Context: an optimization exercise on an open-source flow, tuned for small area, a short achievable clock period and few clock cycles per item. The choices shown serve that exercise and are no tape-out recipe.
At most, simulation tests tie the RTL to the original design; equivalence was not proved.
Power figures rest on the tool's default switching activity, not on a simulated workload.

== before ==
==> flow/design.v <==
`timescale 1ns/1ps
`default_nettype none
module env_step_top (
    input  wire         i_clk,
    input  wire         i_rstn,
    input  wire  [31:0] i_mem_rdata,
    output logic [5:0]  o_mem_addr,
    output logic [31:0] o_mem_wdata,
    output logic        o_mem_we
);
    localparam logic [5:0] ACT_ADDR  = 6'd16;
    localparam logic [5:0] FLAG_ADDR = 6'd17;
    localparam logic [5:0] OBS_ADDR  = 6'd18;
    localparam logic [5:0] RWD_ADDR  = 6'd34;
    localparam logic [5:0] DONE_ADDR = 6'd35;
    localparam logic [3:0] S_POLLA0  = 4'd7;  
    localparam logic [3:0] S_POLLF   = 4'd1;  
    localparam logic [3:0] S_POLLA   = 4'd2;  
    localparam logic [3:0] S_LOAD    = 4'd3;  
    localparam logic [3:0] S_WRITE   = 4'd4;  
    localparam logic [3:0] S_RWD     = 4'd5;
    localparam logic [3:0] S_DONE    = 4'd6;
    localparam logic [3:0] S_CLEAR   = 4'd0;
    localparam logic [3:0] S_RA      = 4'd8;   
    localparam logic [3:0] S_RB      = 4'd9;   
    localparam logic [3:0] S_RESTART = 4'd10;  
    logic [31:0] ring [16];
    logic [15:0] pv;        
    logic [31:0] w;         
    logic [15:0] ad;        
    logic [15:0] oh;        
    logic [15:0] oh_nxt;    
    logic        act_q;     
    logic        w_step_q;  
    logic        verify_q;  
    logic [3:0]  ph;
    logic [3:0]  st;
    logic [3:0]  cnt;
    logic        loaded;    
    logic        ins;       
    logic [5:0]  addr_q;
    logic        we_q;
    assign o_mem_addr  = addr_q;
    assign o_mem_wdata = w;
    assign o_mem_we    = we_q;
    function automatic logic [15:0] step16(input logic [15:0] x, input logic a);
        logic [15:0] y;
        y = x ^ {16{~a}};
        for (int i = 0; i < 16; i++) step16[i] = y[i] ^ (&(y | ~((16'd1 << i) - 16'd1))) ^ ~a;
    endfunction
    logic [15:0]        vel_n, pos_n;
    logic signed [15:0] wpos;
    logic               wdone;
    logic               flag_set, reload, mismatch, keep, load_ad;
    logic [15:0]        ad_n;
    logic [31:0]        rwd_word, w_other;
    always_comb begin
        for (int i = 0; i < 16; i++) oh[i]     = (ph == 4'(i));
        for (int i = 0; i < 16; i++) oh_nxt[i] = (ph == 4'((i + 15) % 16));
    end
    assign vel_n = step16(ring[0][15:0], act_q);
    assign pos_n = step16(pv, act_q);
    assign wpos  = w[31:16];
    assign wdone = (wpos > 16'sd1000) || (wpos < -16'sd1000);
    assign flag_set = (i_mem_rdata != '0);
    assign reload   = (i_mem_rdata == 32'd2) || !loaded;
    assign mismatch = verify_q && (i_mem_rdata[15:0] != ad);
    assign keep     = (st == S_WRITE) && !mismatch;  
    assign load_ad  = (st == S_POLLF) || (st == S_LOAD && cnt == 4'd0) || (st == S_RB);
    always_comb begin
        ad_n = ad;
        for (int i = 0; i < 16; i++) begin
            if (st == S_WRITE && oh[(i + 1) % 16]) ad_n[i] = wdone;
        end
    end
    always_comb begin
        rwd_word = '0;
        for (int i = 0; i < 16; i++) rwd_word[2*i] = ~ad_n[i];
    end
    always_comb begin
        if (st == S_WRITE)    w_other = rwd_word;
        else if (st == S_RWD) w_other = {16'd0, ad};
        else                  w_other = '0;
    end
    always_ff @(posedge i_clk) begin
        for (int j = 0; j < 16; j++) ring[j] <= ring[(j + 1) % 16];
        if (ins)  ring[1]  <= i_mem_rdata;
        if (keep) ring[14] <= w;
        pv <= ring[1][31:16] + ring[1][15:0];
        if (load_ad) ad <= i_mem_rdata[15:0];
        else         ad <= ad_n;
        act_q <= |(oh_nxt & (load_ad ? i_mem_rdata[15:0] : ad));
        if (w_step_q) w <= {pos_n, vel_n};
        else          w <= w_other;
    end
    logic [3:0] st_n;
    logic [3:0] cnt_n;
    logic [5:0] addr_n;
    logic       we_n;
    always_comb begin
        st_n   = st;
        cnt_n  = cnt + 4'd1;
        addr_n = ACT_ADDR;
        we_n   = 1'b0;
        case (st)
            S_POLLA0: begin
                st_n   = S_POLLF;
                addr_n = FLAG_ADDR;
            end
            S_POLLF: begin
                st_n   = S_POLLA;
                addr_n = ACT_ADDR;
            end
            S_POLLA: begin
                if (!flag_set) begin
                    st_n   = S_POLLF;
                    addr_n = FLAG_ADDR;
                end else if (reload) begin
                    st_n   = S_LOAD;
                    cnt_n  = '0;
                    addr_n = {2'b00, ph + 4'd4};
                end else begin
                    st_n   = S_WRITE;
                    cnt_n  = '0;
                    addr_n = OBS_ADDR + {2'b00, ph};
                    we_n   = 1'b1;
                end
            end
            S_LOAD: begin
                addr_n = {2'b00, ph + 4'd4};
                if (cnt == 4'd15) begin
                    st_n   = S_WRITE;
                    addr_n = OBS_ADDR + {2'b00, ph};
                    we_n   = 1'b1;
                end
            end
            S_RA: begin
                st_n = S_RB;
            end
            S_RB: begin
                st_n = S_RESTART;
            end
            S_RESTART: begin
                st_n   = S_WRITE;
                cnt_n  = '0;
                addr_n = OBS_ADDR + {2'b00, ph};
                we_n   = 1'b1;
            end
            S_WRITE: begin
                addr_n = OBS_ADDR + {2'b00, ph};
                we_n   = 1'b1;
                if (mismatch) begin
                    st_n   = S_RA;
                    addr_n = ACT_ADDR;
                    we_n   = 1'b0;
                end else if (cnt == 4'd15) begin
                    st_n   = S_RWD;
                    addr_n = RWD_ADDR;
                end
            end
            S_RWD: begin
                st_n   = S_DONE;
                addr_n = DONE_ADDR;
                we_n   = 1'b1;
            end
            S_DONE: begin
                st_n   = S_CLEAR;
                addr_n = FLAG_ADDR;
                we_n   = 1'b1;
            end
            default: begin  
                st_n   = S_POLLA0;
                addr_n = ACT_ADDR;
            end
        endcase
    end
    always_ff @(posedge i_clk) begin
        cnt      <= cnt_n;
        addr_q   <= addr_n;
        ins      <= (st == S_LOAD);
        verify_q <= (st == S_POLLA) && flag_set && !reload;
        w_step_q <= !((st == S_WRITE && cnt >= 4'd14) || st == S_RWD);
    end
    always_ff @(posedge i_clk or negedge i_rstn) begin
        if (!i_rstn) begin
            st     <= S_CLEAR;
            ph     <= '0;
            loaded <= 1'b0;
            we_q   <= 1'b0;
        end else begin
            st   <= st_n;
            ph   <= ph + 4'd1;
            we_q <= we_n;
            if (st == S_LOAD && cnt == 4'd15) loaded <= 1'b1;
        end
    end
endmodule
`default_nettype wire
export LEC_CHECK = 0
export CAP_MARGIN = 20
export CORE_MARGIN = 2
export CORE_UTILIZATION = 40
export CTS_CLUSTER_DIAMETER = 80
export CTS_CLUSTER_SIZE = 30
export SETUP_SLACK_MARGIN = 2.8
export SLEW_MARGIN = 20
create_clock -name core_clock -period 4.5 [get_ports {i_clk}]
run.sh (not shown) runs the stock make flow with config.mk's settings and CLKGATE_MAP_FILE= SYNTH_SCRIPT=/design/flow/synth_recipe.tcl, a recipe that flattens the netlist after the stock synthesis.
Testbench counts of before, summed over its fixed seeds: cycles 38,280, steps 1,600.
Setup changes, before to after
--- a/flow/design.v
+++ b/flow/design.v
@@ -70,7 +70,7 @@
     always_comb begin
         ad_n = ad;
         for (int i = 0; i < 16; i++) begin
-            if (st == S_WRITE && oh[(i + 1) % 16]) ad_n[i] = wdone;
+            if (keep && oh[(i + 1) % 16]) ad_n[i] = wdone;  
         end
     end
     always_comb begin
Findings:
On via count, after and before are neck and neck.
Against before, after reports a final critical-path required period that is higher.
Met3 layer wire length in the routed design: lower on before
The count of mapped cells out of synthesis was comparable across after and before.
Summary — clock-buffer cell count, after relative to before: higher, by 3.
Compared to before, after has clock network power share 6.9 points lower.
Compared before against after; post-synthesis adder-cell area fraction within noise.
Routed wire length (after over before): increase, about 1.7%
Looking at highest achievable clock rate, after sits below before.
Looking at critical path endpoint, the w[16] result is from after; the ring[14][20] one comes from before.
No functional check of the RTL was part of after.

-- separate check: timing with driven ports --
The flow's constraints put no driver on any port. The routed layouts listed below were extracted and timed again, unchanged, in two steps.
Step 1 assumes that a clkbuf_16 drives the clock port and a buf_2 every other input.
Step 2 moves the port delays by t, midway between the first and last clock arrival at a register: inputs arrive t later, outputs are due t later. That takes back most of the time a late clock gives input paths.
Three values: ideal ports, drivers, drivers and shift; two values: the first two.
run | t (ns) | slack for setup (ns) | worst setup path at the end | clock arrival spread, ns | cell pins on the clock port's net
before | 0.633 | 2.285 / 2.282 / 1.648 | input to register | 0.029 / 0.029 | 1
after | 0.647 | 2.233 / 2.233 / 1.588 | input to register | 0.026 / 0.027 | 1
After both steps setup and hold are still met in every run listed. The setup slack of after, which loses most, moves by 0.000 ns with the drivers and by -0.645 ns with both steps.
